Background: an optimization exercise with open tools, aiming at small area. Do not read the settings as production practice. RTL that was checked went through simulation tests only; none was proved equivalent to the original. Function not checked in run 3: the RTL went through the layout flow alone. Power and IR drop assume default switching activity.

**flow/config.mk**
```make
export PLATFORM = sky130hd
export DESIGN_NAME = id_stage
export DESIGN_NICKNAME = id_stage
export VERILOG_FILES = /design/flow/design.v
export SDC_FILE = /design/flow/constraint.sdc
export NUM_CORES = 4
export LEC_CHECK = 0
export CAP_MARGIN = 20
export CORE_MARGIN = 2
export CORE_UTILIZATION = 55
export CTS_BUF_LIST = sky130_fd_sc_hd__clkbuf_4 sky130_fd_sc_hd__clkbuf_8
export SLEW_MARGIN = 20
export SYNTH_HIERARCHICAL = 1
```
**flow/constraint.sdc**
```tcl
create_clock -name core_clock -period 10.0 [get_ports {clk}]
set_input_delay 2.0000 -clock core_clock [delete_from_list [all_inputs] [get_ports {clk}]]
set_output_delay 2.0000 -clock core_clock [all_outputs]
set_load 0.01 [all_outputs]
```
**flow/design.v**
```verilog
`default_nettype none
package riscv_isa_pkg;
	localparam int xlen      = 32;   
	localparam int reg_idx_w = 5;
	localparam int reg_count = 1 << reg_idx_w;   
	localparam int opcode_w  = 7;
	localparam int funct3_w  = 3;
	localparam int funct7_w  = 7;
	localparam int imm12_w   = 12;   
	typedef logic [xlen-1:0]      word_t;
	typedef logic [reg_idx_w-1:0] reg_idx_t;
	typedef logic [funct3_w-1:0]  funct3_t;
	typedef logic [funct7_w-1:0]  funct7_t;
	localparam reg_idx_t zero_reg = '0;   
	localparam int opcode_lsb = 0;
	localparam int rd_lsb     = 7;
	localparam int funct3_lsb = 12;
	localparam int rs1_lsb    = 15;
	localparam int rs2_lsb    = 20;
	localparam int imm12_lsb  = 20;   
	localparam int funct7_lsb = 25;
	typedef enum logic [opcode_w-1:0] {
		r_type   = 7'b0110011,   
		i_arith  = 7'b0010011,   
		i_load   = 7'b0000011,
		s_type   = 7'b0100011,   
		b_type   = 7'b1100011,   
		j_type   = 7'b1101111,   
		i_jalr   = 7'b1100111,
		u_lui    = 7'b0110111,
		u_auipc  = 7'b0010111,
		i_system = 7'b1110011    
	} opcode_e;
	localparam funct3_t funct3_add_sub = 3'd0;
	localparam funct3_t funct3_sll     = 3'd1;
	localparam funct3_t funct3_slt     = 3'd2;
	localparam funct3_t funct3_sltu    = 3'd3;
	localparam funct3_t funct3_xor     = 3'd4;
	localparam funct3_t funct3_srl_sra = 3'd5;
	localparam funct3_t funct3_or      = 3'd6;
	localparam funct3_t funct3_and     = 3'd7;
	localparam funct3_t funct3_lw   = 3'd2;   
	localparam funct3_t funct3_sw   = 3'd2;   
	localparam funct3_t funct3_jalr = 3'd0;
	localparam funct7_t funct7_base = 7'h00;
	localparam funct7_t funct7_alt  = 7'h20;   
	localparam logic [imm12_w-1:0] ebreak_imm = 12'h001;   
endpackage
`default_nettype wire
`default_nettype none
package id_ctrl_pkg;
	typedef enum logic [4:0] {
		alu_add,
		alu_sub,
		alu_xor,
		alu_or,
		alu_and,
		alu_sll,
		alu_srl,
		alu_sra,
		alu_slt,    
		alu_sltu    
	} alu_func_e;
	typedef enum logic [1:0] {
		opa_rega,   
		opa_pc,
		opa_zero    
	} opa_sel_e;
	typedef enum logic [1:0] {
		opb_regb,   
		opb_imm,
		opb_four    
	} opb_sel_e;
	typedef struct packed {
		opa_sel_e  opa_sel;
		opb_sel_e  opb_sel;
		alu_func_e alu_func;
		logic      rd_mem;          
		logic      wr_mem;          
		logic      cond_branch;
		logic      uncond_branch;   
		logic      reg_wr;          
		logic      illegal;
		logic      valid_inst;      
	} id_ctrl_t;
	localparam id_ctrl_t ctrl_nop = {opa_rega, opb_regb, alu_add, 7'b0000000};
	typedef enum logic [1:0] {
		fwd_regfile,
		fwd_id_ex,    
		fwd_ex_mem,
		fwd_mem_wb
	} fwd_src_e;
	typedef struct packed {
		logic [4:0]              dest_idx;   
		logic                    rd_mem;     
	} stage_dest_t;
	typedef struct packed {
		logic [4:0]              dest_idx;   
		logic                    reg_wr;
		logic                    valid_inst;
		logic [31:0]             data;       
	} wb_port_t;
endpackage
`default_nettype wire
`timescale 1ns/1ns
`default_nettype none
module inst_decoder (
	input  riscv_isa_pkg::word_t  inst,
	input  logic                  valid_inst_in,   
	output id_ctrl_pkg::id_ctrl_t ctrl,
	output logic                  dest_is_rd       
);
	riscv_isa_pkg::opcode_e opcode;
	riscv_isa_pkg::funct3_t funct3;
	riscv_isa_pkg::funct7_t funct7;
	function automatic id_ctrl_pkg::alu_func_e base_alu(input riscv_isa_pkg::funct3_t f3);
		case (f3)
			riscv_isa_pkg::funct3_add_sub: base_alu = id_ctrl_pkg::alu_add;
			riscv_isa_pkg::funct3_sll:     base_alu = id_ctrl_pkg::alu_sll;
			riscv_isa_pkg::funct3_slt:     base_alu = id_ctrl_pkg::alu_slt;
			riscv_isa_pkg::funct3_sltu:    base_alu = id_ctrl_pkg::alu_sltu;
			riscv_isa_pkg::funct3_xor:     base_alu = id_ctrl_pkg::alu_xor;
			riscv_isa_pkg::funct3_srl_sra: base_alu = id_ctrl_pkg::alu_srl;
			riscv_isa_pkg::funct3_or:      base_alu = id_ctrl_pkg::alu_or;
			riscv_isa_pkg::funct3_and:     base_alu = id_ctrl_pkg::alu_and;
			default:                       base_alu = id_ctrl_pkg::alu_add;
		endcase
	endfunction
	assign opcode = riscv_isa_pkg::opcode_e'(
		inst[riscv_isa_pkg::opcode_lsb +: riscv_isa_pkg::opcode_w]);
	assign funct3 = inst[riscv_isa_pkg::funct3_lsb +: riscv_isa_pkg::funct3_w];
	assign funct7 = inst[riscv_isa_pkg::funct7_lsb +: riscv_isa_pkg::funct7_w];
	assign dest_is_rd = ctrl.reg_wr;   
	always_comb begin
		ctrl = id_ctrl_pkg::ctrl_nop;
		case (opcode)
			riscv_isa_pkg::r_type: begin
				ctrl.reg_wr = 1'b1;
				if (funct7 == riscv_isa_pkg::funct7_base) begin
					ctrl.alu_func = base_alu(funct3);
				end else if (funct7 == riscv_isa_pkg::funct7_alt &&
					funct3 == riscv_isa_pkg::funct3_add_sub) begin
					ctrl.alu_func = id_ctrl_pkg::alu_sub;
				end else if (funct7 == riscv_isa_pkg::funct7_alt &&
					funct3 == riscv_isa_pkg::funct3_srl_sra) begin
					ctrl.alu_func = id_ctrl_pkg::alu_sra;
				end else begin
					ctrl.illegal = 1'b1;   
				end
			end
			riscv_isa_pkg::i_arith: begin
				ctrl.opb_sel  = id_ctrl_pkg::opb_imm;
				ctrl.reg_wr   = 1'b1;
				ctrl.alu_func = base_alu(funct3);
				if (funct3 == riscv_isa_pkg::funct3_sll) begin
					ctrl.illegal = (funct7 != riscv_isa_pkg::funct7_base);
				end else if (funct3 == riscv_isa_pkg::funct3_srl_sra) begin
					if (funct7 == riscv_isa_pkg::funct7_alt)
						ctrl.alu_func = id_ctrl_pkg::alu_sra;
					else
						ctrl.illegal = (funct7 != riscv_isa_pkg::funct7_base);
				end
			end
			riscv_isa_pkg::i_load: begin
				ctrl.opb_sel = id_ctrl_pkg::opb_imm;   
				ctrl.rd_mem  = 1'b1;
				ctrl.reg_wr  = 1'b1;
				ctrl.illegal = (funct3 != riscv_isa_pkg::funct3_lw);
			end
			riscv_isa_pkg::s_type: begin
				ctrl.opb_sel = id_ctrl_pkg::opb_imm;
				if (funct3 == riscv_isa_pkg::funct3_sw)
					ctrl.wr_mem = 1'b1;
				else
					ctrl.illegal = 1'b1;
			end
			riscv_isa_pkg::b_type: begin
				ctrl.opa_sel     = id_ctrl_pkg::opa_pc;   
				ctrl.opb_sel     = id_ctrl_pkg::opb_imm;
				ctrl.cond_branch = 1'b1;
				ctrl.illegal     = (funct3[2:1] == 2'b01);   
			end
			riscv_isa_pkg::j_type: begin
				ctrl.opa_sel       = id_ctrl_pkg::opa_pc;
				ctrl.opb_sel       = id_ctrl_pkg::opb_four;   
				ctrl.uncond_branch = 1'b1;
				ctrl.reg_wr        = 1'b1;
			end
			riscv_isa_pkg::i_jalr: begin
				ctrl.opa_sel       = id_ctrl_pkg::opa_pc;
				ctrl.opb_sel       = id_ctrl_pkg::opb_four;
				ctrl.uncond_branch = 1'b1;
				ctrl.reg_wr        = 1'b1;
				ctrl.illegal       = (funct3 != riscv_isa_pkg::funct3_jalr);
			end
			riscv_isa_pkg::u_lui: begin
				ctrl.opa_sel = id_ctrl_pkg::opa_zero;
				ctrl.opb_sel = id_ctrl_pkg::opb_imm;
				ctrl.reg_wr  = 1'b1;
			end
			riscv_isa_pkg::u_auipc: begin
				ctrl.opa_sel = id_ctrl_pkg::opa_pc;
				ctrl.opb_sel = id_ctrl_pkg::opb_imm;
				ctrl.reg_wr  = 1'b1;
			end
			riscv_isa_pkg::i_system: begin
				ctrl.illegal = (inst[riscv_isa_pkg::imm12_lsb +: riscv_isa_pkg::imm12_w]
					!= riscv_isa_pkg::ebreak_imm) || (funct3 != '0) ||
					(inst[riscv_isa_pkg::rs1_lsb +: riscv_isa_pkg::reg_idx_w] != '0) ||
					(inst[riscv_isa_pkg::rd_lsb +: riscv_isa_pkg::reg_idx_w] != '0);
			end
			default: ctrl.illegal = 1'b1;   
		endcase
		ctrl.valid_inst = valid_inst_in & ~ctrl.illegal;
	end
endmodule
`default_nettype wire
`timescale 1ns/1ns
`default_nettype none
module imm_gen (
	input  riscv_isa_pkg::word_t inst,
	output riscv_isa_pkg::word_t immediate
);
	riscv_isa_pkg::opcode_e opcode;
	riscv_isa_pkg::word_t   i_imm;   
	riscv_isa_pkg::word_t   s_imm;   
	riscv_isa_pkg::word_t   b_imm;   
	riscv_isa_pkg::word_t   u_imm;   
	riscv_isa_pkg::word_t   j_imm;   
	assign opcode = riscv_isa_pkg::opcode_e'(
		inst[riscv_isa_pkg::opcode_lsb +: riscv_isa_pkg::opcode_w]);
	assign i_imm = {{20{inst[31]}}, inst[31:20]};
	assign s_imm = {{20{inst[31]}}, inst[31:25], inst[11:7]};
	assign b_imm = {{20{inst[31]}}, inst[7], inst[30:25], inst[11:8], 1'b0};   
	assign u_imm = {inst[31:12], 12'b0};
	assign j_imm = {{12{inst[31]}}, inst[19:12], inst[20], inst[30:21], 1'b0};
	always_comb begin
		case (opcode)
			riscv_isa_pkg::s_type:  immediate = s_imm;
			riscv_isa_pkg::b_type:  immediate = b_imm;
			riscv_isa_pkg::j_type:  immediate = j_imm;
			riscv_isa_pkg::u_lui,
			riscv_isa_pkg::u_auipc: immediate = u_imm;
			default:                immediate = i_imm;   
		endcase
	end
endmodule
`default_nettype wire
`timescale 1ns/1ns
`default_nettype none
module regfile (
	input  logic                    clk,
	input  logic                    rst_n,
	input  id_ctrl_pkg::wb_port_t   wb,        
	output logic [31*32-1:0]        regs_q     
);
	logic        wr_en;
	logic [31:0] wdata;
	assign wr_en = wb.valid_inst && wb.reg_wr && (wb.dest_idx != riscv_isa_pkg::zero_reg);
	assign wdata = wb.data & {32{rst_n}};
	for (genvar i = 1; i < 32; i++) begin : g_reg
		logic        en;
		logic [31:0] q;
		assign en = ~rst_n | (wr_en && wb.dest_idx == i);
		always_ff @(posedge clk) begin
			if (en) q <= wdata;   
		end
		assign regs_q[(i-1)*32 +: 32] = q;
	end
endmodule
`default_nettype wire
`timescale 1ns/1ns
`default_nettype none
module of_aoi222 (
	input  logic a1, a2, b1, b2, c1, c2,
	output logic y
);
	assign y = ~((a1 & a2) | (b1 & b2) | (c1 & c2));
endmodule
module of_nand2 (
	input  logic a, b,
	output logic y
);
	assign y = ~(a & b);
endmodule
module of_nand4 (
	input  logic a, b, c, d,
	output logic y
);
	assign y = ~(a & b & c & d);
endmodule
module of_or3 (
	input  logic a, b, c,
	output logic y
);
	assign y = a | b | c;
endmodule
module of_read_bit (
	input  logic [33:0] d,
	input  logic [33:0] sel,
	output logic        y
);
	logic [11:0] r_n;   
	logic [2:0]  p;
	for (genvar j = 0; j < 11; j++) begin : g_trio
		of_aoi222 u_aoi (.a1(sel[3*j]), .a2(d[3*j]), .b1(sel[3*j+1]), .b2(d[3*j+1]),
			.c1(sel[3*j+2]), .c2(d[3*j+2]), .y(r_n[j]));
	end
	of_nand2 u_last (.a(sel[33]), .b(d[33]), .y(r_n[11]));
	for (genvar k = 0; k < 3; k++) begin : g_grp
		of_nand4 u_nand (.a(r_n[4*k]), .b(r_n[4*k+1]), .c(r_n[4*k+2]), .d(r_n[4*k+3]),
			.y(p[k]));
	end
	of_or3 u_out (.a(p[0]), .b(p[1]), .c(p[2]), .y(y));
endmodule
module operand_forward (
	input  riscv_isa_pkg::reg_idx_t  ra_idx,
	input  riscv_isa_pkg::reg_idx_t  rb_idx,
	input  id_ctrl_pkg::stage_dest_t id_ex,
	input  id_ctrl_pkg::stage_dest_t ex_mem,
	input  id_ctrl_pkg::wb_port_t    mem_wb,
	input  riscv_isa_pkg::word_t     ex_alu_result,       
	input  riscv_isa_pkg::word_t     ex_mem_alu_result,
	input  logic [31*32-1:0]         regs_q,              
	output riscv_isa_pkg::word_t     ra_value,
	output riscv_isa_pkg::word_t     rb_value,
	output logic                     stall_en
);
	logic [33:0] ra_sel, rb_sel;
	logic        ra_stall, rb_stall;
	function automatic logic [34:0] pick(
		input riscv_isa_pkg::reg_idx_t idx,
		input id_ctrl_pkg::stage_dest_t s0,
		input id_ctrl_pkg::stage_dest_t s1,
		input logic [4:0] d2);
		logic h0, h1, h2, u0, u1, u2, rf;
		logic [33:0] sel;
		h0 = (s0.dest_idx != 5'd0) && (s0.dest_idx == idx);
		h1 = (s1.dest_idx != 5'd0) && (s1.dest_idx == idx);
		h2 = (d2 != 5'd0) && (d2 == idx);
		u0 = h0 & ~s0.rd_mem;
		u1 = h1 & ~s1.rd_mem & ~u0;
		u2 = h2 & ~(h0 & ~s0.rd_mem) & ~(h1 & ~s1.rd_mem);
		rf = ~(u0 | u1 | u2);
		for (int i = 1; i < 32; i++)
			sel[i-1] = rf && idx == i;
		sel[31] = u0;
		sel[32] = u1;
		sel[33] = u2;
		pick = {rf & (h0 | h1 | h2), sel};
	endfunction
	assign {ra_stall, ra_sel} = pick(ra_idx, id_ex, ex_mem, mem_wb.dest_idx);
	assign {rb_stall, rb_sel} = pick(rb_idx, id_ex, ex_mem, mem_wb.dest_idx);
	for (genvar b = 0; b < 32; b++) begin : g_bit
		logic [33:0] d;
		for (genvar i = 0; i < 31; i++) begin : g_reg
			assign d[i] = regs_q[i*32 + b];
		end
		assign d[31] = ex_alu_result[b];
		assign d[32] = ex_mem_alu_result[b];
		assign d[33] = mem_wb.data[b];
		of_read_bit u_ra (.d(d), .sel(ra_sel), .y(ra_value[b]));
		of_read_bit u_rb (.d(d), .sel(rb_sel), .y(rb_value[b]));
	end
	assign stall_en = ra_stall | rb_stall;
endmodule
`default_nettype wire
`timescale 1ns/1ns
`default_nettype none
module id_stage (
	input  logic                     clk,
	input  logic                     rst_n,
	input  riscv_isa_pkg::word_t     if_id_ir,            
	input  riscv_isa_pkg::word_t     if_id_pc,
	input  logic                     if_id_valid_inst,
	input  logic [5:0]               id_ex,               
	input  logic [5:0]               ex_mem,              
	input  riscv_isa_pkg::word_t     ex_alu_result,
	input  riscv_isa_pkg::word_t     ex_mem_alu_result,
	input  logic [38:0]              mem_wb,              
	output logic [15:0]              ctrl,                
	output riscv_isa_pkg::reg_idx_t  dest_idx,            
	output riscv_isa_pkg::funct3_t   funct3,              
	output riscv_isa_pkg::word_t     ra_value,
	output riscv_isa_pkg::word_t     rb_value,
	output riscv_isa_pkg::word_t     immediate,
	output riscv_isa_pkg::word_t     pc_add_opa,          
	output logic                     stall_en
);
	riscv_isa_pkg::reg_idx_t ra_idx;
	riscv_isa_pkg::reg_idx_t rb_idx;
	riscv_isa_pkg::reg_idx_t rd_idx;
	logic                    dest_is_rd;
	logic                    is_jalr;
	logic [31*32-1:0]        regs_q;   
	id_ctrl_pkg::stage_dest_t id_ex_s;   
	id_ctrl_pkg::stage_dest_t ex_mem_s;
	id_ctrl_pkg::wb_port_t    mem_wb_s;
	id_ctrl_pkg::id_ctrl_t    ctrl_s;
	assign id_ex_s  = id_ex;
	assign ex_mem_s = ex_mem;
	assign mem_wb_s = mem_wb;
	assign ctrl     = ctrl_s;
	assign ra_idx = if_id_ir[riscv_isa_pkg::rs1_lsb +: riscv_isa_pkg::reg_idx_w];
	assign rb_idx = if_id_ir[riscv_isa_pkg::rs2_lsb +: riscv_isa_pkg::reg_idx_w];
	assign rd_idx = if_id_ir[riscv_isa_pkg::rd_lsb +: riscv_isa_pkg::reg_idx_w];
	assign funct3 = if_id_ir[riscv_isa_pkg::funct3_lsb +: riscv_isa_pkg::funct3_w];
	assign dest_idx = dest_is_rd ? rd_idx : riscv_isa_pkg::zero_reg;
	assign is_jalr = (if_id_ir[riscv_isa_pkg::opcode_lsb +: riscv_isa_pkg::opcode_w]
		== riscv_isa_pkg::i_jalr);
	assign pc_add_opa = is_jalr ? ra_value : if_id_pc;   
	inst_decoder inst_decoder_inst (
		.inst          (if_id_ir),
		.valid_inst_in (if_id_valid_inst),
		.ctrl          (ctrl_s),
		.dest_is_rd    (dest_is_rd)
	);
	imm_gen imm_gen_inst (
		.inst      (if_id_ir),
		.immediate (immediate)
	);
	regfile regfile_inst (
		.clk      (clk),
		.rst_n    (rst_n),
		.wb       (mem_wb_s),
		.regs_q   (regs_q)
	);
	operand_forward operand_forward_inst (
		.ra_idx            (ra_idx),
		.rb_idx            (rb_idx),
		.id_ex             (id_ex_s),
		.ex_mem            (ex_mem_s),
		.mem_wb            (mem_wb_s),
		.ex_alu_result     (ex_alu_result),
		.ex_mem_alu_result (ex_mem_alu_result),
		.regs_q            (regs_q),
		.ra_value          (ra_value),
		.rb_value          (rb_value),
		.stall_en          (stall_en)
	);
endmodule
`default_nettype wire
```
**flow/run.sh**
```bash
#!/bin/bash
# synth_recipe.tcl (not shown) runs the flow's synth.tcl, then flattens the netlist and writes it again
# the make line also repeats each setting of config.mk as NAME=value (left out here)
make -C /OpenROAD-flow-scripts/flow DESIGN_CONFIG=/design/flow/config.mk WORK_HOME=/design/flow/orfs CLKGATE_MAP_FILE= SYNTH_SCRIPT=/design/flow/synth_recipe.tcl finish
```
==> results by group, run 1 <==
Status
  – Status: finished clean

Timing
  – Tcrit/Tclk final: 0.955
  – RSZ-0062 raised after global routing: false
  – Final min period: 9550 ps
  – Final TNS setup: 0 ps
  – Finish-stage setup viols: 0
  – F_max: 105 MHz
  – Slew headroom: 0.188
  – Final hold vios: 0
  – Max-slew violations: 0
  – Final WS setup: 447 ps
  – Tightest Pin Transition: 1220 ps
  – Fin Hold WS: 2060 ps

Floorplan
  – Cell Rows: 101
  – Core Region: 75,800 um2
  – Die height: 280 um
  – Starting Density: 0.554
  – Chip Width: 280 um
  – I/O pin total: 335
  – Die Area: 78,600 um2

Setup path
  – CP dominant cell by count: clkdlybuf4s50_1
  – Crit end category: output port
  – Worst Path Required: 8000 ps
  – Crit path DAT: 7550 ps
  – CP top delay family: simple AND/OR/NAND/NOR gates
  – Worst path buffer plus inverter count: 3
  – CP cell instances: clkdlybuf4s50_1, or4_1, nor2_1, nor4_1, or4b_1, nor3_4, buf_4, a222oi_1, nand4_1, or3_1, mux2_4, clkdlybuf4s50_1
  – Max stage delay on crit path: 1010 ps
  – Crit-path slowest cell: nor3_4
  – Kind of critical path: input port to output port
  – Crit path launch type: input port
  – CP Max Fanout: 16

Route
  – Drt total wl: 175,000 um
  – Drt first pass iters: 14
  – Avg Vias per Cell: 8.33
  – Total number of vias: 34,700
  – DRC Markers: 0
  – WL per Instance: 41.9 um
  – Final ANT Viol Nets: 0
  – Initial DRC count: 9,813

CTS
  – CTS max path bufs: 3
  – H-tree depth: 4
  – TritonCTS Buffers: 159
  – CTS tree: built
  – Clock tree root buffer cell: clkbuf_8
  – CTS resizes: 0
  – Clock sink total: 992
  – Postcts setup bufs: 0
  – Hold-fix buffers, CTS: 0
  – CTS clk-pin slew, worst paths: 60 ps

Placement
  – GPL Wtd Cong: 0.942
  – Post-DP HPWL: 103,000 um
  – Placed instance count: 3,885
  – Dpl cell area: 48,100 um2
  – Input/output buffers: 333
  – Pre-CTS WS: 719 ps

Min path
  – Hold Startpoint: rst_n
  – Hold Path End: regfile_inst.g_reg[31].q[30]$_DFFE_PP_
  – Hold depth: 2
  – HP Class: input port to flip-flop

Synth
  – Synthesized area: 42,000 um2
  – Ranking of synthesized cells by area: edfxtp_1 (71%), a222oi_1 (17%), nand4_1 (2.9%), mux2_4 (1.1%), or3_1 (0.98%)
  – Post-synth top area share: 0.709
  – Most instantiated library cell after synthesis: edfxtp_1
  – Synthesized flop and latch total: 992
  – Seq/Total Area, Yosys: 0.709
  – Ys flop type: edfxtp_1
  – EDFF count, synth: 992
  – Yosys cell types: 66
  – Post-synth net total: 2,672
  – Async SR Flop Fraction: 0
  – Synth Instances: 2,490
  – Syn Area/Cell: 16.9 um2
  – Synth warnings: 10
  – Dominant cell type by area after synthesis: edfxtp_1
  – Post-synth top cells: edfxtp_1 (992), a222oi_1 (704), nand4_1 (197), nand2_1 (89), or3_1 (66)

Layout
  – Layout cells sized above 1: 0.171
  – Final Non-Filler Cells: 4,170
  – # nets final: 3,252
  – Max reg flops: 992
  – Fill cell count: 5,252
  – Final Util: 0.675
  – P&R area growth vs syn: 21.7%
  – Biggest regs: regfile_inst.g.q (992)
  – Most flop-heavy register: regfile_inst.g.q
  – Post-route cell area: 51,100 um2

GRT
  – Global-route wire length before repair: 239,000 um
  – GR Overflow Total: 0
  – Number of global-route vias before repair: 33,900
  – Total track usage: 0.434
  – Largest net degree at the start of global routing: 40
  – Initial antenna violation count: 14

Power
  – Total power: 9.60 mW
  – Leakage: 16.7 nW
  – Pwr dens: 188 nW/um2
  – Worst IR drop on VDD: 0.130 mV

Run
  – Maximum capacitance violations: 0
cell type report:
| cell class | count | area [um2] | share of cell area |
|---|---|---|---|
| Multi-Input combinational cell | 1437 | 12600 | 0.247 |
| Clock buffer | 220 | 2650 | 0.0519 |
| Clock inverter | 56 | 392 | 0.00766 |
| Sequential cell | 992 | 29800 | 0.582 |
| Antenna cell | 7 | 17.5 | 0.000342 |
| Timing Repair Buffer | 476 | 4420 | 0.0865 |
| Inverter | 4 | 15.0 | 0.000294 |
| Tap cell | 978 | 1220 | 0.0239 |
cells in the final DEF, fill, tap and decap left out, types with 5 or more instances in the layout:
cell,instances
nor3_2,25
xnor2_1,21
nand4_1,197
buf_4,141
o21ai_4,25
mux2_4,30
nand4b_1,9
o21ai_0,5
clkbuf_8,160
nor3_1,10
diode_2,7
edfxtp_1,992
inv_8,5
nor2_1,17
and2_2,8
and2_1,30
nand2b_1,15
nor4_2,19
or4_1,11
a21o_1,19
nand3b_1,5
xor2_1,9
nor2_2,5
nand3_1,11
a21oi_1,7
nor2b_1,18
a222oi_1,704
nor3_4,16
clkinv_2,10
nand2_1,89
clkbuf_4,60
clkinv_1,29
nor2_4,6
or3_1,66
clkdlybuf4s50_1,332
o31ai_4,6
Yosys stat by module, one instance, submodules excluded, excerpt:
module | cells inside | area [um2] | flip-flops and latches | copies in the design
inst_decoder | 92 | 543 | 0 | 1
of_nand4 | 1 | 6.26 | 0 | 192
regfile | 1083 | 30300 | 992 | 1
of_nand2 | 1 | 3.75 | 0 | 64
id_stage | 46 | 617 | 0 | 1
operand_forward | 195 | 1240 | 0 | 1
of_or3 | 1 | 6.26 | 0 | 64
of_aoi222 | 1 | 10.0 | 0 | 704
layer usage:
metal / share of wire / vias up / global-route usage
li1: - / 13400 / -
met1: 0.32 / 16800 / 0.529
met2: 0.44 / 3847 / 0.646
met3: 0.18 / 733 / 0.188
met4: 0.061 / 12 / 0.254
met5: 0.00054 / - / 0
kinds of logic (layout without fill, tap and decap cells):
| group | count (synthesis) | after routing | share of synthesized area |
|---|---|---|---|
| muxes | 34 | 34 | 0.0117 |
| DFF | 992 | 992 | 0.709 |
| buffers and inverters | 61 | 756 | 0.00834 |
| xor gates and xnor gates | 30 | 30 | 0.00625 |
| and+or+nand+nor | 585 | 585 | 0.0836 |
| other | 1 | 8 | 0.0000893 |
| AOI/OAI and AO/OA | 787 | 787 | 0.181 |
report_power, final:
group / leakage, nW / switching [mW] / internal (mW)
clock network: 1.61 / 1.63 / 1.76
registers: 9.58 / 0.179 / 4.98
logic: 5.48 / 0.677 / 0.383
how the worst max path moves through the flow:
stage                from        endpoint  slack, ps  depth (start not counted)
3_5_place_dp   mem_wb[35]  pc_add_opa[22]        720                         12
6_report       mem_wb[35]  pc_add_opa[22]        450                         12
5_1_grt        mem_wb[35]  pc_add_opa[22]        470                         12
2_1_floorplan    id_ex[1]     rb_value[0]       1300                         11
4_1_cts        mem_wb[35]  pc_add_opa[22]        700                         12
3_3_place_gp   mem_wb[35]  pc_add_opa[22]        800                         12
==> run 2, diff against run 1 <==
--- a/flow/design.v
+++ b/flow/design.v
@@ -284,4 +284,10 @@
 	assign y = ~(a & b);
 endmodule
+module of_nor2 (
+	input  logic a, b,
+	output logic y
+);
+	assign y = ~(a | b);
+endmodule
 module of_nand4 (
 	input  logic a, b, c, d,
@@ -329,5 +335,5 @@
 	logic [33:0] ra_sel, rb_sel;
 	logic        ra_stall, rb_stall;
-	function automatic logic [34:0] pick(
+	function automatic logic [15:0] pick(
 		input riscv_isa_pkg::reg_idx_t idx,
 		input id_ctrl_pkg::stage_dest_t s0,
@@ -335,5 +341,6 @@
 		input logic [4:0] d2);
 		logic h0, h1, h2, u0, u1, u2, rf;
-		logic [33:0] sel;
+		logic [3:0] lo_n;
+		logic [7:0] hi_n;
 		h0 = (s0.dest_idx != 5'd0) && (s0.dest_idx == idx);
 		h1 = (s1.dest_idx != 5'd0) && (s1.dest_idx == idx);
@@ -343,13 +350,20 @@
 		u2 = h2 & ~(h0 & ~s0.rd_mem) & ~(h1 & ~s1.rd_mem);
 		rf = ~(u0 | u1 | u2);
-		for (int i = 1; i < 32; i++)
-			sel[i-1] = rf && idx == i;
-		sel[31] = u0;
-		sel[32] = u1;
-		sel[33] = u2;
-		pick = {rf & (h0 | h1 | h2), sel};
+		for (int k = 0; k < 4; k++)
+			lo_n[k] = ~(idx[1:0] == k);
+		for (int m = 0; m < 8; m++)
+			hi_n[m] = ~(rf && idx[4:2] == m);
+		pick = {rf & (h0 | h1 | h2), u2, u1, u0, hi_n, lo_n};
 	endfunction
-	assign {ra_stall, ra_sel} = pick(ra_idx, id_ex, ex_mem, mem_wb.dest_idx);
-	assign {rb_stall, rb_sel} = pick(rb_idx, id_ex, ex_mem, mem_wb.dest_idx);
+	logic [3:0] ra_lo_n, rb_lo_n;
+	logic [7:0] ra_hi_n, rb_hi_n;
+	assign {ra_stall, ra_sel[33:31], ra_hi_n, ra_lo_n} = pick(ra_idx, id_ex, ex_mem,
+		mem_wb.dest_idx);
+	assign {rb_stall, rb_sel[33:31], rb_hi_n, rb_lo_n} = pick(rb_idx, id_ex, ex_mem,
+		mem_wb.dest_idx);
+	for (genvar i = 1; i < 32; i++) begin : g_sel
+		of_nor2 u_ra (.a(ra_lo_n[i % 4]), .b(ra_hi_n[i / 4]), .y(ra_sel[i-1]));
+		of_nor2 u_rb (.a(rb_lo_n[i % 4]), .b(rb_hi_n[i / 4]), .y(rb_sel[i-1]));
+	end
 	for (genvar b = 0; b < 32; b++) begin : g_bit
 		logic [33:0] d;
@@ -368,4 +382,10 @@
 `timescale 1ns/1ns
 `default_nettype none
+module id_a22o (
+	input  logic a1, a2, b1, b2,
+	output logic y
+);
+	assign y = (a1 & a2) | (b1 & b2);
+endmodule
 module id_stage (
 	input  logic                     clk,
@@ -409,5 +429,8 @@
 	assign is_jalr = (if_id_ir[riscv_isa_pkg::opcode_lsb +: riscv_isa_pkg::opcode_w]
 		== riscv_isa_pkg::i_jalr);
-	assign pc_add_opa = is_jalr ? ra_value : if_id_pc;   
+	for (genvar b = 0; b < 32; b++) begin : g_pc_add
+		id_a22o u_sel (.a1(is_jalr), .a2(ra_value[b]), .b1(~is_jalr), .b2(if_id_pc[b]),
+			.y(pc_add_opa[b]));
+	end
 	inst_decoder inst_decoder_inst (
 		.inst          (if_id_ir),
==> flow/flow/run.sh (new file) <==
#!/bin/bash
# The standard layout (standard.sh, whose synthesis is unchanged), with three
# changes to placement and clock tree: each port is buffered by the smallest
# buffer cell, high-fanout nets get one buffer each before the resizer's repair
# (see pre_resize.tcl), and the clock tree uses clusters of up to 16 flip-flops
# per clkbuf_8 without dummy balancing loads. Each ORFS step writes its own log
# under orfs/logs; make's output goes to flow_make.log.
set -euo pipefail
here=$(pwd)
bash standard.sh \
	BUFFER_PORTS_ARGS="-buffer_cell sky130_fd_sc_hd__buf_1" \
	PRE_RESIZE_TCL="$here/flow/pre_resize.tcl" \
	CTS_ARGS="-sink_clustering_enable -repair_clock_nets -dont_use_dummy_load -buf_list sky130_fd_sc_hd__clkbuf_8 -sink_clustering_size 16 -sink_clustering_max_diameter 60" \
	finish > flow_make.log 2>&1
==> flow/flow/fanout_buffers.tcl (new file) <==
# Give each high-fanout signal net one buffer of a fixed size at its loads' centre
proc fix_fanout {cell minfo} {
  set block [ord::get_db_block]
  set n 0
  foreach net [$block getNets] {
    set st [$net getSigType]
    if {$st ne "SIGNAL"} continue
    if {[llength [$net getBTerms]] > 0} continue
    set is_clk 0
    foreach it [$net getITerms] { if {[$it isClocked] || [[$it getMTerm] getSigType] eq "CLOCK"} { set is_clk 1; break } }
    if {$is_clk} continue
    set loads {}
    set drv ""
    foreach it [$net getITerms] {
      if {[$it isOutputSignal]} { set drv $it } elseif {[$it isInputSignal]} { lappend loads $it }
    }
    if {$drv eq "" || [llength $loads] < $minfo} continue
    set sx 0; set sy 0
    foreach it $loads { set b [[$it getInst] getBBox]; set sx [expr $sx + ([$b xMin]+[$b xMax])/2.0]; set sy [expr $sy + ([$b yMin]+[$b yMax])/2.0] }
    set k [llength $loads]
    set dbu [[$block getDataBase] getDbuPerMicron]
    set x [expr $sx / $k / $dbu]; set y [expr $sy / $k / $dbu]
    insert_buffer -buffer_cell $cell -net [get_nets -quiet [$net getName]] -location [list $x $y]
    incr n
  }
  puts "fix_fanout: buffered $n nets with $cell"
}
==> flow/flow/pre_resize.tcl (new file) <==
# Before the resizer's repair: one buffer for each net that fans out to many
# cells (register enables, read selects, write data), placed at the centre of
# its loads. repair_design then fixes whatever is left.
source [file join [file dirname [info script]] fanout_buffers.tcl]
fix_fanout sky130_fd_sc_hd__buf_4 12
==> flow/standard.sh (new file) <==
#!/bin/bash
# synth_recipe.tcl (not shown) runs the flow's synth.tcl, then flattens the netlist and writes it again
# the make line also repeats each setting of config.mk as NAME=value (left out here)
make -C /OpenROAD-flow-scripts/flow DESIGN_CONFIG=/design/flow/config.mk WORK_HOME=/design/flow/orfs CLKGATE_MAP_FILE= SYNTH_SCRIPT=/design/flow/synth_recipe.tcl "${@:-finish}"
--- a/flow/config.mk
+++ b/flow/config.mk
@@ -8,6 +8,9 @@
 export CAP_MARGIN = 20
 export CORE_MARGIN = 2
-export CORE_UTILIZATION = 55
-export CTS_BUF_LIST = sky130_fd_sc_hd__clkbuf_4 sky130_fd_sc_hd__clkbuf_8
+export CORE_UTILIZATION = 40
+export CTS_BUF_LIST = sky130_fd_sc_hd__clkbuf_8
+export CTS_CLUSTER_DIAMETER = 60
+export CTS_CLUSTER_SIZE = 16
+export GPL_TIMING_DRIVEN = 0
 export SLEW_MARGIN = 20
 export SYNTH_HIERARCHICAL = 1
removed: flow/run.sh
==> results by group, run 2 <==
Synth
  – EDFF count, synth: 992 (unchanged)
  – Synthesized flop and latch total: 992 (unchanged)
  – Ranking of synthesized cells by area: edfxtp_1 (72%), a222oi_1 (17%), nand4_1 (2.9%), or3_1 (1.0%), nand2_1 (0.82%) (was edfxtp_1 (71%), a222oi_1 (17%), nand4_1 (2.9%), mux2_4 (1.1%), or3_1 (0.98%))
  – Dominant cell type by area after synthesis: edfxtp_1 (unchanged)
  – Synth Instances: 2,452 (was 2,490)
  – Post-synth net total: 2,634 (was 2,672)
  – Syn Area/Cell: 17.0 um2 (was 16.9 um2)
  – Seq/Total Area, Yosys: 0.717 (was 0.709)
  – Synth warnings: 10 (unchanged)
  – Async SR Flop Fraction: 0 (unchanged)
  – Most instantiated library cell after synthesis: edfxtp_1 (unchanged)
  – Post-synth top area share: 0.717 (was 0.709)
  – Synthesized area: 41,600 um2 (was 42,000 um2)
  – Yosys cell types: 64 (was 66)
  – Ys flop type: edfxtp_1 (unchanged)
  – Post-synth top cells: edfxtp_1 (992), a222oi_1 (704), nand4_1 (196), nand2_1 (91), nor2_1 (76) (was edfxtp_1 (992), a222oi_1 (704), nand4_1 (197), nand2_1 (89), or3_1 (66))

CTS
  – Clock tree root buffer cell: clkbuf_8 (unchanged)
  – CTS resizes: 0 (unchanged)
  – CTS max path bufs: 3 (unchanged)
  – CTS clk-pin slew, worst paths: 100 ps (was 60 ps)
  – Postcts setup bufs: 0 (unchanged)
  – Hold-fix buffers, CTS: 0 (unchanged)
  – CTS tree: built (unchanged)
  – H-tree depth: 3 (was 4)
  – Clock sink total: 992 (unchanged)
  – TritonCTS Buffers: 76 (was 159)

Setup path
  – Worst Path Required: 8000 ps (about the same)
  – Crit-path slowest cell: buf_4 (was nor3_4)
  – CP Max Fanout: 37 (was 16)
  – Max stage delay on crit path: 720 ps (was 1010 ps)
  – CP cell instances: buf_1, clkbuf_1, xnor2_1, nand3_1, nor4_4, buf_4, nor4b_4, nand2_1, nor2_1, buf_4, a222oi_1, nand4_1, or3_1, buf_1 (was clkdlybuf4s50_1, or4_1, nor2_1, nor4_1, or4b_1, nor3_4, buf_4, a222oi_1, nand4_1, or3_1, mux2_4, clkdlybuf4s50_1)
  – Crit end category: output port (unchanged)
  – Kind of critical path: input port to output port (unchanged)
  – Crit path launch type: input port (unchanged)
  – Crit path DAT: 7020 ps (was 7550 ps)

Placement
  – Input/output buffers: 332 (was 333)
  – Placed instance count: 4,298 (was 3,885)
  – GPL Wtd Cong: 1.00 (was 0.942)
  – Post-DP HPWL: 108,000 um (was 103,000 um)

Floorplan
  – Starting Density: 0.402 (was 0.554)
  – Cell Rows: 118 (was 101)
  – Die Area: 107,000 um2 (was 78,600 um2)
  – Core Region: 103,000 um2 (was 75,800 um2)
  – Die height: 326 um (was 280 um)
  – Chip Width: 326 um (was 280 um)
  – I/O pin total: 335 (unchanged)

Timing
  – Tcrit/Tclk final: 0.902 (was 0.955)
  – Finish-stage setup viols: 0 (unchanged)
  – Tightest Pin Transition: 1350 ps (was 1220 ps)
  – Slew headroom: 0.0909 (was 0.188)
  – Max-slew violations: 0 (unchanged)
  – RSZ-0062 raised after global routing: false (unchanged)
  – F_max: 111 MHz (was 105 MHz)
  – Final hold vios: 0 (unchanged)
  – Final min period: 9020 ps (was 9550 ps)

Layout
  – Fill cell count: 9,066 (was 5,252)
  – Commonest cells after routing, fill and taps aside: edfxtp_1 (992), a222oi_1 (704), buf_1 (332) (was edfxtp_1 (992), a222oi_1 (704), clkdlybuf4s50_1 (332))
  – # nets final: 3,178 (was 3,252)
  – Max reg flops: 992 (unchanged)
  – Most common cell after layout, fill and taps aside: edfxtp_1 (unchanged)
  – Most flop-heavy register: regfile_inst.g.q (unchanged)
  – Area occupied by registers: 29,800 um2 (unchanged)
  – P&R area growth vs syn: 12.2% (was 21.7%)
  – Layout cells sized above 1: 0.0872 (was 0.171)
  – Final Non-Filler Cells: 4,389 (was 4,170)
  – Biggest regs: regfile_inst.g.q (992) (unchanged)
  – Multi-input gate area: 11,600 um2 (was 12,600 um2)
  – Final Util: 0.451 (was 0.675)

Route
  – Total number of vias: 35,300 (was 34,700)
  – Avg Vias per Cell: 8.04 (was 8.33)
  – Drt total wl: 195,000 um (was 175,000 um)
  – DRC Markers: 0 (unchanged)
  – Initial DRC count: 11,200 (was 9,813)
  – Final ANT Viol Nets: 0 (unchanged)
  – Drt first pass iters: 19 (was 14)
  – WL per Instance: 44.4 um (was 41.9 um)

GRT
  – Global-route wire length before repair: 261,000 um (was 239,000 um)
  – Number of global-route vias before repair: 33,600 (was 33,900)
  – GR Overflow Total: 0 (unchanged)
  – Largest net degree at the start of global routing: 38 (was 40)
  – Total track usage: 0.350 (was 0.434)
  – Initial antenna violation count: 24 (was 14)

Min path
  – Hold Path End: regfile_inst.g_reg[9].q[20]$_DFFE_PP_ (was regfile_inst.g_reg[31].q[30]$_DFFE_PP_)
  – HP Class: input port to flip-flop (unchanged)
  – Hold depth: 3 (was 2)
  – Hold Startpoint: mem_wb[20] (was rst_n)

Power
  – Worst IR drop on VDD: 0.110 mV (was 0.130 mV)
  – Pwr dens: 172 nW/um2 (was 188 nW/um2)
  – Leakage: 14.6 nW (was 16.7 nW)

Run
  – Maximum capacitance violations: 0 (unchanged)

Status
  – Status: finished clean (unchanged)
[run 2: routing by layer]
| metal | global-route usage | vias up | wire length (um) |
|---|---|---|---|
| met5 | 0.0515 | - | 1070 |
| met4 | 0.174 | 38 | 11500 |
| met3 | 0.188 | 851 | 39400 |
| met2 | 0.501 | 4224 | 80000 |
| met1 | 0.426 | 17200 | 62800 |
| li1 | - | 13000 | - |
[run 2: layout make-up]
type,instances,share of cell area
clock buffer,76,0.0224
sequential,992,0.639
tap,1380,0.0370
timing repair buffer,466,0.0483
buffer,34,0.00413
antenna,15,0.000805
inverter,1,0.0000805
multi-input combinational,1425,0.248
[run 2: how the worst max path moves through the flow]
stage / start / end / slack (ps) / depth (start not counted)
after CTS: if_id_ir[17] / pc_add_opa[17] / 1390 / 14
after detailed placement: if_id_ir[17] / pc_add_opa[17] / 1400 / 14
final: if_id_ir[20] / rb_value[27] / 980 / 14
after global placement: if_id_ir[17] / pc_add_opa[3] / -2890 / 10
after floorplan: if_id_ir[19] / pc_add_opa[0] / 2510 / 9
after global routing: if_id_ir[20] / rb_value[14] / 1080 / 14
[run 2: report_power, final]
part	internal, mW	switching (mW)
combinational	0.235	0.703
clock	0.683	1.27
sequential	4.96	0.178
total	5.88	2.16
[run 2: metrics by stage]
step | hold WS, ps | setup slack, ps | power (mW) | setup TNS [ps] | instance area (um2)
floorplan | 2560 | 2510 | 5.59 | 0 | 41600
global placement | 2730 | -2890 | 6.04 | -225750 | 44500
detailed placement | 2700 | 1400 | 6.10 | 0 | 45500
CTS | 1940 | 1390 | 7.96 | 0 | 46600
global route | 1990 | 1080 | 8.19 | 0 | 46600
finish | 1970 | 976 | 8.04 | 0 | 46600
[run 2: worst max-delay path: cells and delay by family]
| kind | cells | cell delay [ps] |
|---|---|---|
| AO/OA/AOI/OAI | 1 | 530 |
| AND/OR/NAND/NOR | 7 | 2110 |
| XOR/XNOR | 1 | 170 |
| buffers and inverters | 5 | 2150 |
[run 2: cell families after synthesis]
group,count (synthesis),synth area share
AO/OA/AOI/OAI,815,0.189
AND/OR/NAND/NOR,576,0.0824
buffers and inverters,35,0.00470
other,1,0.0000902
flip-flops,992,0.717
multiplexers,2,0.000482
XOR/XNOR,31,0.00653
[run 2: modules after synthesis, one instance, submodules excluded, a selection]
module           cell area, um2  cells  flip-flops and latches
imm_gen                     379     50                       0
regfile                   30300   1083                     992
of_or3                     6.26      1                       0
operand_forward             818    105                       0
of_nand2                   3.75      1                       0
id_stage                   81.3     11                       0
inst_decoder                546     85                       0
of_aoi222                  10.0      1                       0
of_nor2                    3.75      1                       0
id_a22o                    8.76      1                       0
==> run 3, diff against run 2 <==
--- a/flow/design.v
+++ b/flow/design.v
@@ -252,72 +252,28 @@
 	input  logic                    clk,
 	input  logic                    rst_n,
-	input  id_ctrl_pkg::wb_port_t   wb,        
-	output logic [31*32-1:0]        regs_q     
+	input  riscv_isa_pkg::reg_idx_t rda_idx,
+	input  riscv_isa_pkg::reg_idx_t rdb_idx,
+	output riscv_isa_pkg::word_t    rda_data,
+	output riscv_isa_pkg::word_t    rdb_data,
+	input  id_ctrl_pkg::wb_port_t   wb         
 );
-	logic        wr_en;
-	logic [31:0] wdata;
+	riscv_isa_pkg::word_t [riscv_isa_pkg::reg_count-1:0] regs;   
+	logic                 wr_en;
 	assign wr_en = wb.valid_inst && wb.reg_wr && (wb.dest_idx != riscv_isa_pkg::zero_reg);
-	assign wdata = wb.data & {32{rst_n}};
-	for (genvar i = 1; i < 32; i++) begin : g_reg
-		logic        en;
-		logic [31:0] q;
-		assign en = ~rst_n | (wr_en && wb.dest_idx == i);
-		always_ff @(posedge clk) begin
-			if (en) q <= wdata;   
+	always_ff @(posedge clk) begin
+		if (!rst_n) begin
+			for (int i = 0; i < riscv_isa_pkg::reg_count; i++) begin
+				regs[i] <= '0;
+			end
+		end else if (wr_en) begin
+			regs[wb.dest_idx] <= wb.data;   
 		end
-		assign regs_q[(i-1)*32 +: 32] = q;
 	end
+	assign rda_data = (rda_idx == riscv_isa_pkg::zero_reg) ? '0 : regs[rda_idx];
+	assign rdb_data = (rdb_idx == riscv_isa_pkg::zero_reg) ? '0 : regs[rdb_idx];
 endmodule
 `default_nettype wire
 `timescale 1ns/1ns
 `default_nettype none
-module of_aoi222 (
-	input  logic a1, a2, b1, b2, c1, c2,
-	output logic y
-);
-	assign y = ~((a1 & a2) | (b1 & b2) | (c1 & c2));
-endmodule
-module of_nand2 (
-	input  logic a, b,
-	output logic y
-);
-	assign y = ~(a & b);
-endmodule
-module of_nor2 (
-	input  logic a, b,
-	output logic y
-);
-	assign y = ~(a | b);
-endmodule
-module of_nand4 (
-	input  logic a, b, c, d,
-	output logic y
-);
-	assign y = ~(a & b & c & d);
-endmodule
-module of_or3 (
-	input  logic a, b, c,
-	output logic y
-);
-	assign y = a | b | c;
-endmodule
-module of_read_bit (
-	input  logic [33:0] d,
-	input  logic [33:0] sel,
-	output logic        y
-);
-	logic [11:0] r_n;   
-	logic [2:0]  p;
-	for (genvar j = 0; j < 11; j++) begin : g_trio
-		of_aoi222 u_aoi (.a1(sel[3*j]), .a2(d[3*j]), .b1(sel[3*j+1]), .b2(d[3*j+1]),
-			.c1(sel[3*j+2]), .c2(d[3*j+2]), .y(r_n[j]));
-	end
-	of_nand2 u_last (.a(sel[33]), .b(d[33]), .y(r_n[11]));
-	for (genvar k = 0; k < 3; k++) begin : g_grp
-		of_nand4 u_nand (.a(r_n[4*k]), .b(r_n[4*k+1]), .c(r_n[4*k+2]), .d(r_n[4*k+3]),
-			.y(p[k]));
-	end
-	of_or3 u_out (.a(p[0]), .b(p[1]), .c(p[2]), .y(y));
-endmodule
 module operand_forward (
 	input  riscv_isa_pkg::reg_idx_t  ra_idx,
@@ -328,64 +284,55 @@
 	input  riscv_isa_pkg::word_t     ex_alu_result,       
 	input  riscv_isa_pkg::word_t     ex_mem_alu_result,
-	input  logic [31*32-1:0]         regs_q,              
+	input  riscv_isa_pkg::word_t     rf_ra,
+	input  riscv_isa_pkg::word_t     rf_rb,
 	output riscv_isa_pkg::word_t     ra_value,
 	output riscv_isa_pkg::word_t     rb_value,
 	output logic                     stall_en
 );
-	logic [33:0] ra_sel, rb_sel;
-	logic        ra_stall, rb_stall;
-	function automatic logic [15:0] pick(
-		input riscv_isa_pkg::reg_idx_t idx,
-		input id_ctrl_pkg::stage_dest_t s0,
-		input id_ctrl_pkg::stage_dest_t s1,
-		input logic [4:0] d2);
-		logic h0, h1, h2, u0, u1, u2, rf;
-		logic [3:0] lo_n;
-		logic [7:0] hi_n;
-		h0 = (s0.dest_idx != 5'd0) && (s0.dest_idx == idx);
-		h1 = (s1.dest_idx != 5'd0) && (s1.dest_idx == idx);
-		h2 = (d2 != 5'd0) && (d2 == idx);
-		u0 = h0 & ~s0.rd_mem;
-		u1 = h1 & ~s1.rd_mem & ~u0;
-		u2 = h2 & ~(h0 & ~s0.rd_mem) & ~(h1 & ~s1.rd_mem);
-		rf = ~(u0 | u1 | u2);
-		for (int k = 0; k < 4; k++)
-			lo_n[k] = ~(idx[1:0] == k);
-		for (int m = 0; m < 8; m++)
-			hi_n[m] = ~(rf && idx[4:2] == m);
-		pick = {rf & (h0 | h1 | h2), u2, u1, u0, hi_n, lo_n};
+	logic [2:0]            ra_hit;    
+	logic [2:0]            rb_hit;
+	logic [2:0]            fwd_ok;    
+	id_ctrl_pkg::fwd_src_e ra_src;
+	id_ctrl_pkg::fwd_src_e rb_src;
+	function automatic logic dest_hit(input riscv_isa_pkg::reg_idx_t idx,
+		input riscv_isa_pkg::reg_idx_t dest);
+		dest_hit = (dest != riscv_isa_pkg::zero_reg) && (idx == dest);   
 	endfunction
-	logic [3:0] ra_lo_n, rb_lo_n;
-	logic [7:0] ra_hi_n, rb_hi_n;
-	assign {ra_stall, ra_sel[33:31], ra_hi_n, ra_lo_n} = pick(ra_idx, id_ex, ex_mem,
-		mem_wb.dest_idx);
-	assign {rb_stall, rb_sel[33:31], rb_hi_n, rb_lo_n} = pick(rb_idx, id_ex, ex_mem,
-		mem_wb.dest_idx);
-	for (genvar i = 1; i < 32; i++) begin : g_sel
-		of_nor2 u_ra (.a(ra_lo_n[i % 4]), .b(ra_hi_n[i / 4]), .y(ra_sel[i-1]));
-		of_nor2 u_rb (.a(rb_lo_n[i % 4]), .b(rb_hi_n[i / 4]), .y(rb_sel[i-1]));
-	end
-	for (genvar b = 0; b < 32; b++) begin : g_bit
-		logic [33:0] d;
-		for (genvar i = 0; i < 31; i++) begin : g_reg
-			assign d[i] = regs_q[i*32 + b];
-		end
-		assign d[31] = ex_alu_result[b];
-		assign d[32] = ex_mem_alu_result[b];
-		assign d[33] = mem_wb.data[b];
-		of_read_bit u_ra (.d(d), .sel(ra_sel), .y(ra_value[b]));
-		of_read_bit u_rb (.d(d), .sel(rb_sel), .y(rb_value[b]));
-	end
-	assign stall_en = ra_stall | rb_stall;
+	function automatic id_ctrl_pkg::fwd_src_e pick_src(input logic [2:0] usable);
+		if (usable[0])
+			pick_src = id_ctrl_pkg::fwd_id_ex;
+		else if (usable[1])
+			pick_src = id_ctrl_pkg::fwd_ex_mem;
+		else if (usable[2])
+			pick_src = id_ctrl_pkg::fwd_mem_wb;
+		else
+			pick_src = id_ctrl_pkg::fwd_regfile;
+	endfunction
+	function automatic riscv_isa_pkg::word_t src_value(input id_ctrl_pkg::fwd_src_e src,
+		input riscv_isa_pkg::word_t rf_value);
+		case (src)
+			id_ctrl_pkg::fwd_id_ex:  src_value = ex_alu_result;
+			id_ctrl_pkg::fwd_ex_mem: src_value = ex_mem_alu_result;
+			id_ctrl_pkg::fwd_mem_wb: src_value = mem_wb.data;
+			default:                 src_value = rf_value;
+		endcase
+	endfunction
+	assign ra_hit = {dest_hit(ra_idx, mem_wb.dest_idx), dest_hit(ra_idx, ex_mem.dest_idx),
+		dest_hit(ra_idx, id_ex.dest_idx)};
+	assign rb_hit = {dest_hit(rb_idx, mem_wb.dest_idx), dest_hit(rb_idx, ex_mem.dest_idx),
+		dest_hit(rb_idx, id_ex.dest_idx)};
+	always_comb begin
+		fwd_ok = {1'b1, ~ex_mem.rd_mem, ~id_ex.rd_mem};   
+		ra_src = pick_src(ra_hit & fwd_ok);
+		rb_src = pick_src(rb_hit & fwd_ok);
+	end
+	assign ra_value = src_value(ra_src, rf_ra);
+	assign rb_value = src_value(rb_src, rf_rb);
+	assign stall_en = (|ra_hit && ra_src == id_ctrl_pkg::fwd_regfile) ||
+		(|rb_hit && rb_src == id_ctrl_pkg::fwd_regfile);
 endmodule
 `default_nettype wire
 `timescale 1ns/1ns
 `default_nettype none
-module id_a22o (
-	input  logic a1, a2, b1, b2,
-	output logic y
-);
-	assign y = (a1 & a2) | (b1 & b2);
-endmodule
 module id_stage (
 	input  logic                     clk,
@@ -413,5 +360,6 @@
 	logic                    dest_is_rd;
 	logic                    is_jalr;
-	logic [31*32-1:0]        regs_q;   
+	riscv_isa_pkg::word_t    rf_ra;   
+	riscv_isa_pkg::word_t    rf_rb;
 	id_ctrl_pkg::stage_dest_t id_ex_s;   
 	id_ctrl_pkg::stage_dest_t ex_mem_s;
@@ -429,8 +377,5 @@
 	assign is_jalr = (if_id_ir[riscv_isa_pkg::opcode_lsb +: riscv_isa_pkg::opcode_w]
 		== riscv_isa_pkg::i_jalr);
-	for (genvar b = 0; b < 32; b++) begin : g_pc_add
-		id_a22o u_sel (.a1(is_jalr), .a2(ra_value[b]), .b1(~is_jalr), .b2(if_id_pc[b]),
-			.y(pc_add_opa[b]));
-	end
+	assign pc_add_opa = is_jalr ? ra_value : if_id_pc;   
 	inst_decoder inst_decoder_inst (
 		.inst          (if_id_ir),
@@ -446,6 +391,9 @@
 		.clk      (clk),
 		.rst_n    (rst_n),
-		.wb       (mem_wb_s),
-		.regs_q   (regs_q)
+		.rda_idx  (ra_idx),
+		.rdb_idx  (rb_idx),
+		.rda_data (rf_ra),
+		.rdb_data (rf_rb),
+		.wb       (mem_wb_s)
 	);
 	operand_forward operand_forward_inst (
@@ -457,5 +405,6 @@
 		.ex_alu_result     (ex_alu_result),
 		.ex_mem_alu_result (ex_mem_alu_result),
-		.regs_q            (regs_q),
+		.rf_ra             (rf_ra),
+		.rf_rb             (rf_rb),
 		.ra_value          (ra_value),
 		.rb_value          (rb_value),
==> flow/run.sh (new file) <==
#!/bin/bash
# synth_recipe.tcl (not shown) runs the flow's synth.tcl, then flattens the netlist and writes it again
# the make line also repeats each setting of config.mk as NAME=value (left out here)
make -C /OpenROAD-flow-scripts/flow DESIGN_CONFIG=/design/flow/config.mk WORK_HOME=/design/flow/orfs CLKGATE_MAP_FILE= SYNTH_SCRIPT=/design/flow/synth_recipe.tcl finish
--- a/flow/config.mk
+++ b/flow/config.mk
@@ -9,8 +9,3 @@
 export CORE_MARGIN = 2
 export CORE_UTILIZATION = 40
-export CTS_BUF_LIST = sky130_fd_sc_hd__clkbuf_8
-export CTS_CLUSTER_DIAMETER = 60
-export CTS_CLUSTER_SIZE = 16
-export GPL_TIMING_DRIVEN = 0
 export SLEW_MARGIN = 20
-export SYNTH_HIERARCHICAL = 1
removed: flow/flow/run.sh
removed: flow/flow/fanout_buffers.tcl
removed: flow/flow/pre_resize.tcl
removed: flow/standard.sh
==> results by group, run 3 <==
Status
  – Status: finished clean (unchanged)

Synth
  – Synth Instances: 5,809 (was 2,452)
  – Seq/Total Area, Yosys: 0.358 (was 0.717)
  – Post-synth net total: 5,993 (was 2,634)
  – Synthesized flop and latch total: 1,024 (was 992)
  – Fraction of the mapped netlist area in compound gates: 0.128 (was 0.189)
  – Post-synthesis xor/xnor area fraction: 0.00489 (was 0.00653)
  – Ys flop type: dfxtp_1 (was edfxtp_1)
  – Post-synth top cells: nand2_1 (1,054), dfxtp_1 (1,024), mux2i_1 (705), nor2b_1 (524), clkbuf_1 (457) (was edfxtp_1 (992), a222oi_1 (704), nand4_1 (196), nand2_1 (91), nor2_1 (76))
  – Ranking of synthesized cells by area: dfxtp_1 (36%), mux4_2 (18%), mux2i_1 (12%), nand2_1 (6.9%), nor2b_1 (5.7%) (was edfxtp_1 (72%), a222oi_1 (17%), nand4_1 (2.9%), or3_1 (1.0%), nand2_1 (0.82%))
  – Most instantiated library cell after synthesis: nand2_1 (was edfxtp_1)
  – Synth Area in Adders: 0.000437 (was 0)
  – Synthesized area: 57,300 um2 (was 41,600 um2)
  – Dominant cell type by area after synthesis: dfxtp_1 (was edfxtp_1)
  – Post-synth top area share: 0.358 (was 0.717)
  – Multiplexer share of the synthesized area: 0.303 (was 0.000482)
  – Syn Area/Cell: 9.86 um2 (was 17.0 um2)
  – Yosys cell types: 65 (was 64)
  – Simple-gate area share of the yosys netlist: 0.156 (was 0.0824)
  – Async SR Flop Fraction: 0 (unchanged)
  – Largest family of logic cells by synthesized area: multiplexers (was compound AO/OA/AOI/OAI gates)
  – Synth warnings: 4 (was 10)
  – EDFF count, synth: 0 (was 992)

Timing
  – Tcrit/Tclk final: 0.836 (was 0.902)
  – Final min period: 8360 ps (was 9020 ps)
  – Finish-stage setup viols: 0 (unchanged)
  – Final hold vios: 0 (unchanged)
  – Tightest Pin Transition: 1240 ps (was 1350 ps)
  – RSZ-0062 raised after global routing: false (unchanged)
  – Final TNS setup: 0 ps (unchanged)
  – Max-slew violations: 0 (unchanged)
  – Slew headroom: 0.172 (was 0.0909)
  – Post-Route Skew: 0 ps
  – F_max: 120 MHz (was 111 MHz)

Setup path
  – Crit end category: output port (unchanged)
  – Crit path DAT: 6360 ps (was 7020 ps)
  – Reg2reg start: regfile_inst.regs[494]$_SDFFE_PN0P_
  – Worst Setup SP: if_id_ir[18] (was if_id_ir[20])
  – CP Max Fanout: 24 (was 37)
  – Kind of critical path: input port to output port (unchanged)
  – Worst Path Required: 8000 ps (about the same)
  – Crit path launch type: input port (unchanged)

Placement
  – Input/output buffers: 333 (was 332)
  – Post-DP HPWL: 129,000 um (was 108,000 um)
  – Placed instance count: 7,516 (was 4,298)
  – GPL Wtd Cong: 0.866 (was 1.00)

Layout
  – Fill cell count: 13,100 (was 9,066)
  – Max reg flops: 1,024 (was 992)
  – # nets final: 5,924 (was 3,178)
  – Biggest regs: regfile_inst.regs (1024) (was regfile_inst.g.q (992))
  – Commonest cells after routing, fill and taps aside: nand2_1 (1,044), dfxtp_1 (1,024), mux2i_1 (705) (was edfxtp_1 (992), a222oi_1 (704), buf_1 (332))
  – Final Non-Filler Cells: 7,723 (was 4,389)
  – P&R area growth vs syn: 14.5% (was 12.2%)
  – Layout cells sized above 1: 0.153 (was 0.0872)
  – Multi-input gate area: 34,300 um2 (was 11,600 um2)
  – Most common cell after layout, fill and taps aside: nand2_1 (was edfxtp_1)
  – Area occupied by registers: 20,500 um2 (was 29,800 um2)
  – Most flop-heavy register: regfile_inst.regs (was regfile_inst.g.q)

Floorplan
  – Die Area: 146,000 um2 (was 107,000 um2)
  – Core Region: 142,000 um2 (was 103,000 um2)
  – Starting Density: 0.404 (was 0.402)
  – Chip Width: 382 um (was 326 um)
  – I/O pin total: 335 (unchanged)
  – Die height: 382 um (was 326 um)
  – Cell Rows: 138 (was 118)

Route
  – Initial DRC count: 6,096 (was 11,200)
  – DRC Markers: 0 (unchanged)
  – Total number of vias: 47,700 (was 35,300)
  – Drt first pass iters: 5 (was 19)
  – Final ANT Viol Nets: 0 (unchanged)
  – WL per Instance: 29.9 um (was 44.4 um)
  – Drt total wl: 231,000 um (was 195,000 um)
  – Avg Vias per Cell: 6.18 (was 8.04)

GRT
  – Global-route wire length before repair: 328,000 um (was 261,000 um)
  – GR Overflow Total: 0 (unchanged)
  – Total track usage: 0.306 (was 0.350)
  – Initial antenna violation count: 11 (was 24)
  – Number of global-route vias before repair: 44,900 (was 33,600)
  – Largest net degree at the start of global routing: 302 (was 38)

CTS
  – H-tree depth: 3 (unchanged)
  – Clock sink total: 1,024 (was 992)
  – Clock tree root buffer cell: clkbuf_16 (was clkbuf_8)
  – CTS tree: built (unchanged)
  – Hold-fix buffers, CTS: 0 (unchanged)
  – Postcts setup bufs: 0 (unchanged)
  – CTS max path bufs: 3 (unchanged)
  – CTS clk-pin slew, worst paths: 60 ps (was 100 ps)
  – TritonCTS Buffers: 111 (was 76)
  – CTS resizes: 0 (unchanged)
  – Clock latency (worst-skew pair): 710 ps

Power
  – Worst IR drop on VDD: 0.145 mV (was 0.110 mV)
  – Pwr dens: 146 nW/um2 (was 172 nW/um2)
  – Leakage: 21.8 nW (was 14.6 nW)

Min path
  – HP Class: flip-flop to flip-flop (was input port to flip-flop)
  – Hold Startpoint: regfile_inst.regs[937]$_SDFFE_PN0P_ (was mem_wb[20])

Run
  – Maximum capacitance violations: 0 (unchanged)
-- run 3: cell types whose count changed after synthesis, sizes merged, moves of 448 or more --
cell,before,now
a21boi,1,480
nand2,92,1054
a222oi,704,0
nor2b,16,524
dfxtp,0,1024
mux4,0,448
edfxtp,992,0
mux2i,2,705
-- run 3: report_power, final --
group          total [mW]  switching (mW)  internal (mW)
combinational        1.10           0.667          0.430
clock                4.34            1.80           2.54
sequential           4.11          0.0134           4.10
-- run 3: final timing paths --
kind | end | slack [ps] | depth (start not counted)
max | pc_add_opa[8] | 1640 | 11
min | regfile_inst.regs[937]$_SDFFE_PN0P_ | 470 | 2
max reg2reg | regfile_inst.regs[494]$_SDFFE_PN0P_ | 9280 | 2
min reg2reg | regfile_inst.regs[937]$_SDFFE_PN0P_ | 470 | 2
-- run 3: final cells by class --
class,instances,share of cell area
well taps,1890,0.0361
clock buffers,173,0.0516
inverters,28,0.00160
flip-flops and latches,1024,0.313
diodes,2,0.0000763
clock inverters,31,0.00620
multi-input cells,4107,0.523
repair buffers,468,0.0686
-- run 3: kinds of logic (layout without fill, tap and decap cells) --
family,after synthesis,in the layout
and+or+nand+nor,1913,1913
muxes,1174,1174
DFF,1024,1024
AOI/OAI and AO/OA,985,985
buffers and inverters,678,700
xor gates and xnor gates,32,32
adders and majority gates,2,2
other,1,3
-- run 3: per-stage QoR --
step / cell area, um2 / hold slack [ps] / util / total power [mW] / worst slack, ps
finish: 65600 / 466 / 0.462 / 9.55 / 1640
global route: 65600 / 483 / 0.462 / 9.78 / 1640
CTS: 65500 / 467 / 0.462 / 9.56 / 1820
detailed placement: 61800 / 458 / 0.435 / 5.27 / 1790
global placement: 61800 / 448 / 0.435 / 5.27 / 1550
floorplan: 57300 / 442 / - / 4.80 / 3930
-- run 3: worst max-delay path: stages --
cell	delay [ps]
clkdlybuf4s50_1	1220
xnor2_1	210
nand4b_1	150
buf_4	560
nor2_4	40
buf_4	260
nor4_2	240
buf_4	380
nand2_1	360
a31oi_1	310
clkdlybuf4s50_1	590
-- run 3: per-layer routing --
metal  share of wire  global-route usage  wire length (um)
met5         0.00030                   0                69
met4           0.043               0.123             10000
met3            0.11              0.0689             25000
met2            0.44               0.468            102000
met1            0.41               0.418             94100

afterwards: timing with drivers on the ports:
The flow's constraints put no driver on any port. The routed layouts listed below were extracted and timed again, unchanged, in two steps.
Step 1, drivers: a clkbuf_16 drives clk and a buf_2 each remaining input, both assumed.
Step 2 also shifts input and output timing later by t, the mid clock arrival at the registers, as if the neighbouring blocks saw the same clock.
a / b / c = ideal / step 1 / step 2; a / b = the first two.
| run | t, ns | setup slack, ns | worst hold slack (ns) |
|---|---|---|---|
| run 1 | 0.869 | 0.447 / 0.411 / 0.411 | 2.055 / 2.017 / 2.886 |
| run 2 | 0.774 | 0.976 / 0.942 / 0.942 | 1.970 / 1.935 / 2.709 |
| run 3 | 0.790 | 1.639 / 1.605 / 1.605 | 0.466 / 0.466 / 0.466 |
After both steps setup and hold are still met in every run listed. The setup slack of run 1, which loses most, moves by -0.036 ns with the drivers and by -0.036 ns with both steps.
